Context: an optimization exercise on an open-source flow, tuned for small area, a short achievable clock period and few clock cycles per item. The choices shown serve that exercise and are no tape-out recipe.
RTL that was checked went through simulation tests only; none was proved equivalent to the original.
For run 2, only the layout was checked, not whether the RTL still works.
Power and IR drop assume default switching activity.

==> flow/design.v (outline; a module is shown in full before it is edited, if it fits) <==
// module butterfly_pipe_unit: 1761 lines
module butterfly_pipe_unit #(
    parameter int unsigned WIDTH         = 16,
    parameter int unsigned FRACTION_BITS = 14,
    parameter int unsigned TAG_WIDTH     = 5
) (
    input  logic                 CLK,
    input  logic                 RST,
    input  logic                 in_valid,
    output logic                 in_ready,
    input  logic [WIDTH-1:0]     in_1_real,
    input  logic [WIDTH-1:0]     in_1_imag,
    input  logic [WIDTH-1:0]     in_2_real,
    input  logic [WIDTH-1:0]     in_2_imag,
    input  logic [WIDTH-1:0]     twiddle_real,
    input  logic [WIDTH-1:0]     twiddle_imag,
    input  logic [TAG_WIDTH-1:0] in_tag,
    input  logic                 mode_inverse,
    input  logic                 scale_half,
    output logic                 out_valid,
    input  logic                 out_ready,
    output logic [WIDTH-1:0]     even_real,
    output logic [WIDTH-1:0]     even_imag,
    output logic [WIDTH-1:0]     odd_real,
    output logic [WIDTH-1:0]     odd_imag,
    output logic [TAG_WIDTH-1:0] out_tag,
    output logic                 ovf_flag,
    input  logic                 ovf_clear
);
  // ...
==> flow/flow/run.sh <==
#!/bin/bash
set -e
bash standard.sh SETUP_SLACK_MARGIN=${FLOW_MARGIN:-6.65} \
  "BUFFER_PORTS_ARGS=-buffer_cell sky130_fd_sc_hd__buf_1" finish > standard.log 2>&1
==> flow/standard.sh <==
#!/bin/bash
# synth_recipe.tcl (not shown) runs the flow's synth.tcl, then flattens the netlist and writes it again
# the make line also repeats each setting of config.mk as NAME=value (left out here)
make -C /OpenROAD-flow-scripts/flow DESIGN_CONFIG=/design/flow/config.mk WORK_HOME=/design/flow/orfs CLKGATE_MAP_FILE= SYNTH_SCRIPT=/design/flow/synth_recipe.tcl "${@:-finish}"
==> flow/config.mk <==
export PLATFORM = sky130hd
export DESIGN_NAME = butterfly_pipe_unit
export DESIGN_NICKNAME = butterfly_pipe_unit
export VERILOG_FILES = /design/flow/design.v
export SDC_FILE = /design/flow/constraint.sdc
export NUM_CORES = 4
export LEC_CHECK = 0
export ABC_CLOCK_PERIOD_IN_PS = 3000
export CAP_MARGIN = 20
export CORE_MARGIN = 2
export CORE_UTILIZATION = 55
export PLACE_DENSITY = 0.72
export SETUP_SLACK_MARGIN = 5
export SLEW_MARGIN = 20
==> flow/constraint.sdc <==
create_clock -name core_clock -period 10.0 [get_ports {CLK}]
set_input_delay 2.0000 -clock core_clock [delete_from_list [all_inputs] [get_ports {CLK}]]
set_output_delay 2.0000 -clock core_clock [all_outputs]
set_load 0.01 [all_outputs]
==> run summary, run 1 <==
* Setup_tns at 0 ns
* DRC at 0
* CP Class: flip-flop to flip-flop
* Wire length of the first global-routing pass at 214.3 mm
* Syn Inst Count at approximately 4200
* Ports at 180
* Worst Skew at 0.04084 ns
* Leakage at approximately 22 nW
* Final Max Tran Viols at 0
* Stages on worst setup path at 9
* Buffers, non-clock at between 300 and 400
* NetSw at approximately 0.01 W
* Post-layout util at between 60 and 70%
* Setup crit start: dr1_two_q[0]$_DFFE_PP_
* Hold EP: tag3_q[0]$_DFFE_PP_
* Xor/xnor cell area share of the yosys netlist at between 10% and 20%
* Slew @ Worst Pin at between 0.9 and 1 ns
* Fraction of area in registers at between 30% and 40%
* Setup Fix Bufs, Post-CTS at 70
* Fin nets at 5168
* WL met2 at about 65 mm
* Yosys top cell by area: edfxtp_1
* Reg2reg setup slack at approximately 6.5 ns
* Comb pwr share at between 60 and 70%
* N_diodes at 3
* Synth-to-Final Area Change at 16.22%
* H-Tree Level Count at 3
* Status: finished clean
* Vias at ~35000
* Post-synth top cells: edfxtp_1 (603), xnor2_1 (538), fa_1 (524)
* Final worst slack at approximately 6.5 ns
* DRT iter0 DRCs at 4275
* Mux cell area share after synthesis at ~2.6%
* Met2 Use GR at a little under half
* Total CTS buffers at 70
* Seq cells at 610
* Post-synth top flop: edfxtp_1
Testbench counts, summed over its fixed seeds: cycles 16,032, items 16,000.
==> inputs of run 2 (changes only) <==
--- a/flow/design.v
+++ b/flow/design.v
@@ -23,18 +23,18 @@
     output logic [WIDTH-1:0]     odd_real,
     output logic [WIDTH-1:0]     odd_imag,
     output logic [TAG_WIDTH-1:0] out_tag,
     output logic                 ovf_flag,
     input  logic                 ovf_clear
 );
     localparam int unsigned SW = 19;                          
     localparam int unsigned RW = 4 * WIDTH + TAG_WIDTH + 1;   
-    logic en_q;
-    assign in_ready = en_q;
+    logic en_q, rdy_q;    
+    assign in_ready = rdy_q;
     logic [7:0] dr_one, dr_two, dr_neg, di_one, di_two, di_neg;
     always_comb begin
         for (int j = 0; j < 8; j++) begin
             logic r2, r1, r0, i2, i1, i0;
             r2 = twiddle_real[2*j+1];  r1 = twiddle_real[2*j];
             r0 = (j == 0) ? 1'b0 : twiddle_real[2*j-1];
             i2 = twiddle_imag[2*j+1];  i1 = twiddle_imag[2*j];
             i0 = (j == 0) ? 1'b0 : twiddle_imag[2*j-1];
@@ -1713,21 +1713,22 @@
     assign ser = sumer[19:1];
     wire [19:0] sumor = {p3r_x_q, 1'b1} + {p3r_yo_q, p3r_cio_q};
     assign sor = sumor[19:1];
     wire [19:0] sumei = {p3i_x_q, 1'b1} + {p3i_ye_q, p3i_cie_q};
     assign sei = sumei[19:1];
     wire [19:0] sumoi = {p3i_x_q, 1'b1} + {p3i_yo_q, p3i_cio_q};
     assign soi = sumoi[19:1];
     function automatic logic [WIDTH:0] finish(input logic signed [SW-1:0] s, input logic half);
-        logic signed [SW-1:0] v;
-        v = {half ? s[SW-2] : s[SW-1], s[SW-2:0]};
-        if (v[SW-1:WIDTH-1] == '0 || v[SW-1:WIDTH-1] == '1) finish = {1'b0, v[WIDTH-1:0]};
-        else if (v[SW-1])  finish = {2'b11, {(WIDTH - 1){1'b0}}};
-        else               finish = {2'b10, {(WIDTH - 1){1'b1}}};
+        logic ovf, neg;
+        ovf = (s[SW-2] ^ s[SW-3]) | (s[SW-3] ^ s[SW-4]) | (!half && (s[SW-1] ^ s[SW-2]));
+        neg = half ? s[SW-2] : s[SW-1];
+        if (!ovf)     finish = {1'b0, s[WIDTH-1:0]};
+        else if (neg) finish = {2'b11, {(WIDTH - 1){1'b0}}};
+        else          finish = {2'b10, {(WIDTH - 1){1'b1}}};
     endfunction
     logic [WIDTH:0] fer, fei, for_, foi;
     assign fer  = finish(ser, half3_q);
     assign fei  = finish(sei, half3_q);
     assign for_ = finish(sor, half3_q);
     assign foi  = finish(soi, half3_q);
     logic [RW-1:0] res;
     assign res = {fer[WIDTH-1:0], fei[WIDTH-1:0], for_[WIDTH-1:0], foi[WIDTH-1:0], tag3_q,
@@ -1738,22 +1739,24 @@
     assign new_item = en_q && v3_q;
     assign pop      = ov_q && out_ready;
     assign load_out = !ov_q || pop;
     always_ff @(posedge CLK) begin
         if (!RST) begin
             ov_q  <= 1'b0;
             sv_q  <= 1'b0;
             en_q  <= 1'b1;
+            rdy_q <= 1'b1;
             ovf_q <= 1'b0;
         end else begin
             if (load_out) ov_q <= sv_q || new_item;
             if (load_out)      sv_q <= 1'b0;
             else if (new_item) sv_q <= 1'b1;
             en_q  <= !(ov_q && !pop && (sv_q || new_item)) && !(sv_q && !load_out);
+            rdy_q <= !(ov_q && !out_ready && sv_q) && !(ov_q && !out_ready && new_item);
             ovf_q <= (ovf_q && !ovf_clear) ||
                      (load_out && (sv_q ? skid_q[0] : (new_item && res[0])));
         end
         if (load_out) out_q <= sv_q ? skid_q : res;
         if (!load_out && new_item) skid_q <= res;
     end
     assign out_valid = ov_q;
     assign {even_real, even_imag, odd_real, odd_imag, out_tag} = out_q[RW-1:1];
==> flow/flow/run.sh (replaced) <==
#!/bin/bash
set -e
bash standard.sh SETUP_SLACK_MARGIN=${FLOW_MARGIN:-6.5} \
  "BUFFER_PORTS_ARGS=-buffer_cell sky130_fd_sc_hd__buf_1" finish > standard.log 2>&1
==> run 2 against run 1 <==
  * Still clean
  * Wire length down 4.7%
  * Sequential share of layout area up 1.3 points
  * Total power down 1.3%
  * Final cell count down 2.3%
  * Critical path type unchanged
  * Largest cell class unchanged
==> run summary, run 2 <==
* Max Used Layer: met5 (unchanged)
* Reg2reg setup slack at 6.43 ns (was 6.51 ns)
* Slew headroom at 27.49% (was 36.26%)
* Die area at 0.09227 sq mm (was 0.09260 sq mm)
* Syn Inst Count at 4120 (was 4209)
* Syn nets at 4926 (was 5015)
* Vias in the first global route at 34970 (was 36020)
* Slew @ Worst Pin at 1.088 ns (was 0.9560 ns)
* Leading cell type in the layout, fill and taps excluded: edfxtp_1 (unchanged)
* CTS max path bufs at 3 (unchanged)
* Wire length of the first global-routing pass at 206.9 mm (was 214.3 mm)
* Fin nets at 5056 (was 5168)
* Clock Sinks at 611 (was 610)
* DRT iter0 DRCs at 4237 (was 4275)
* Largest net degree at the start of global routing at 80 (was 79)
* Initial antenna violation count at 4 (unchanged)
* Setup_tns at 0 ns (unchanged)
* CORE AREA at 0.08878 sq mm (was 0.08974 sq mm)
* DRC at 0 (unchanged)
* Fillers at 6802 (was 6601)
* IR drop worst, VDD at 0.2303 mV (was 0.2361 mV)
* PortBufs at 179 (unchanged)
* H-Tree Level Count at 3 (unchanged)
* Synth area leaders: edfxtp_1 (37%), fa_1 (21%), xnor2_1 (9.7%), a22oi_1 (7.3%), ha_1 (4.4%) (was edfxtp_1 (37%), fa_1 (21%), xnor2_1 (9.5%), a22oi_1 (7.3%), ha_1 (4.4%))
* Worst path arrival time at 3.94 ns (was 3.86 ns)
* Gr usage total at 29.17% (was 30.28%)
* Ports at 180 (unchanged)
* Starting density of the core at 55.67% (was 55.27%)
* Top flop regs: cs2i_q (91), cs2r_q (91), skid_q (70) (unchanged)
* Ys Warns at 1 (unchanged)
* Share of layout cells above drive strength 1 at 13.44% (was 18.34%)
* Post-synth top flop: edfxtp_1 (unchanged)
* Distinct cells, synth at 85 (was 84)
* Drt via density at 6.166 (was 6.289)
* Setup crit end kind: flip-flop (unchanged)
* Avg Cell Area, Syn at 12.00 sq um (was 11.78 sq um)
* Final WL at 136.8 mm (was 143.5 mm)
* Die Y at 303.8 um (was 304.3 um)
* Multi-input combinational cell area at 0.02871 sq mm (was 0.03017 sq mm)
* Register area share after synthesis at 36.96% (was 36.79%)
* Worst Skew at 0.03748 ns (was 0.04084 ns)
* Synth-to-Final Area Change at 12.09% (was 16.22%)
* Worst skew pair latency at 0.65 ns (about the same)
* Fin Hold WS at 0.4171 ns (was 0.4182 ns)
* Fin. Hold Viols at 0 (unchanged)
* Number of synthesized flops with an enable pin at 603 (unchanged)
* Vias at 33710 (was 35190)
* Worst Setup Start Kind: flip-flop (unchanged)
* Cell Rows at 109 (was 110)
* Async SR Flop Fraction at 0% (unchanged)
* Commonest non-fill, non-tap cells in the layout: edfxtp_1 (603), xnor2_1 (535), fa_1 (513) (was edfxtp_1 (603), xnor2_1 (495), inv_1 (455))
* Most frequent cell after synthesis: edfxtp_1 (unchanged)
* Die Span X at 303.8 um (was 304.3 um)
* Yosys top cell by area: edfxtp_1 (unchanged)
* Fmax at 279.8 MHz (was 286.2 MHz)
* Period utilization at 35.74% (was 34.94%)
* PwrDens at 410.5 mW/mm^2 (was 399.6 mW/mm^2)
* Synth Cell Area at 0.04942 sq mm (was 0.04960 sq mm)
* Routed wire per std cell at 25.01 um (was 25.64 um)
* Final Max Tran Viols at 0 (unchanged)
* Share of the synthesized area in the top cell type at 36.64% (was 36.51%)
* Total gr overflow at 0 (unchanged)
* Root buffer cell: clkbuf_16 (unchanged)
* #FFs+latches synth at 611 (was 610)
* CP max FO at 10 (was 7)
* Met3 wire len at 13.97 mm (was 16.08 mm)
* Post-synth top cells: edfxtp_1 (603), xnor2_1 (549), fa_1 (524) (was edfxtp_1 (603), xnor2_1 (538), fa_1 (524))
* Final setup viols at 0 (unchanged)
* HPWL after DPL at 88.90 mm (was 89.76 mm)
* Required @ worst endpoint at 10.37 ns (about the same)
* CP Class: flip-flop to flip-flop (unchanged)
* TritonCTS clock tree: done (unchanged)
* Total CTS buffers at 69 (was 70)
* Sequential cell area at 0.01827 sq mm (was 0.01825 sq mm)
* Initial DRT Pass Iterations at 8 (was 7)
* Global placement routability congestion at 0.9253 (was 0.9140)
* WL met2 at 62.39 mm (was 64.57 mm)
* Status: finished clean (unchanged)
* Worst Hold Class: flip-flop to flip-flop (unchanged)
* Clock Pin Slew Worst Setup and Hold Paths at 0.06 ns (about the same)
* Leakage at 21.91 nW (was 22.43 nW)
* WL met1 at 52.03 mm (was 53.23 mm)
* Detail Route Antenna Nets at 0 (unchanged)
* RSZ-0062 raised after global routing: yes (unchanged)
* Max Cap Viol at 0 (unchanged)
* Fin crit period at 3.574 ns (was 3.494 ns)
[run 2: stage by stage]
step                util, %  instances  instance area [sq um]  setup slack [ns]  total power, W
floorplan                 -       4120                  49500             4.682         0.01515
global placement      57.44       5243                  51000             5.635         0.01849
detailed placement    57.46       5244                  51020             5.556         0.01889
CTS                   60.82       5401                  54000             6.465         0.02217
global route          62.39       5466                  55390             6.405         0.02475
finish                62.40       5468                  55400             6.426         0.02274
[run 2: cell type report]
cell class              instances  area share (%)
well taps                    1165           2.631
clock buffers                  79           3.239
diodes                          3         0.01355
multi-input cells            2698           51.82
inverters                     505           3.569
repair buffers                365           4.849
clock inverters                42          0.8944
flip-flops and latches        611           32.98
[run 2: what timing repair did]
item,4_1_cts,5_1_grt
hold buffers,0,0
setup endpoints to repair,232,184
pin swaps,9,46
buffers inserted,34,56
cloned,2,8
gates resized for setup,99,203
[run 2: critical path, cell delays in order (launching register included)]
cell and delay [ns]:
edfxtp_1 0.53, clkinvlp_4 0.27, buf_12 0.22, xnor2_1 0.15, fa_1 0.51, inv_1 0.05
fa_2 0.58, inv_1 0.08, fa_1 0.40, inv_1 0.08, fa_1 0.41
[run 2: logic make-up after synthesis]
logic type	count (synthesis)	synth area share [%]
muxes	169	3.742
and+or+nand+nor	309	3.165
adders and majority gates	698	25.63
xor gates and xnor gates	659	11.69
DFF	611	36.96
AOI/OAI and AO/OA	859	12.46
buffers and inverters	815	6.347
[run 2: final timing paths]
check                               to                    from  cells past startpoint
hold reg to reg    tag3_q[2]$_DFFE_PP_     tag2_q[2]$_DFFE_PP_                      0
setup reg to reg  cs2r_q[50]$_DFFE_PP_  dr1_neg_q[1]$_DFFE_PP_                     10
setup / recovery  cs2r_q[50]$_DFFE_PP_  dr1_neg_q[1]$_DFFE_PP_                     10
hold / removal     tag3_q[2]$_DFFE_PP_     tag2_q[2]$_DFFE_PP_                      0
[run 2: layer usage]
metal  up-vias  track usage (%)
met4         4            15.17
met2      2166            45.68
met1     16560            38.59
li1      14420                -
met5         -                0
met3       559            6.098
[run 2: where the power goes]
part / switching, W / internal, W
clock network: 0.00107 / 0.00151
logic: 0.00826 / 0.00658
registers: 0.000410 / 0.00492
total: 0.00974 / 0.0130

static timing again, ports no longer ideal:
The flow's constraints put no driver on any port. The routed layouts listed below were extracted and timed again, unchanged, in two steps.
Step 1, drivers: a clkbuf_16 drives CLK and a buf_2 each remaining input, both assumed.
Step 2 times the ports against the registers' clock, not the clock port: input delays grow and output delays shrink by t, the midpoint of the rising clock arrivals with the driver on.
Slacks: ideal ports / drivers / drivers and shift; pairs: ideal ports / drivers.
| run | t, ns | setup slack, ns | worst setup path after step 2 | worst data-port slew with drivers (ns) |
|---|---|---|---|---|
| run 1 | 0.693 | 6.506 / 6.506 / 6.149 | input to register | 0.16 |
| run 2 | 0.703 | 6.426 / 6.426 / 6.068 | input to register | 0.08 |
After both steps every run listed still meets setup and hold. For run 2, which loses most, drivers alone change the setup slack by 0.000 ns; drivers and shift together by -0.358 ns.
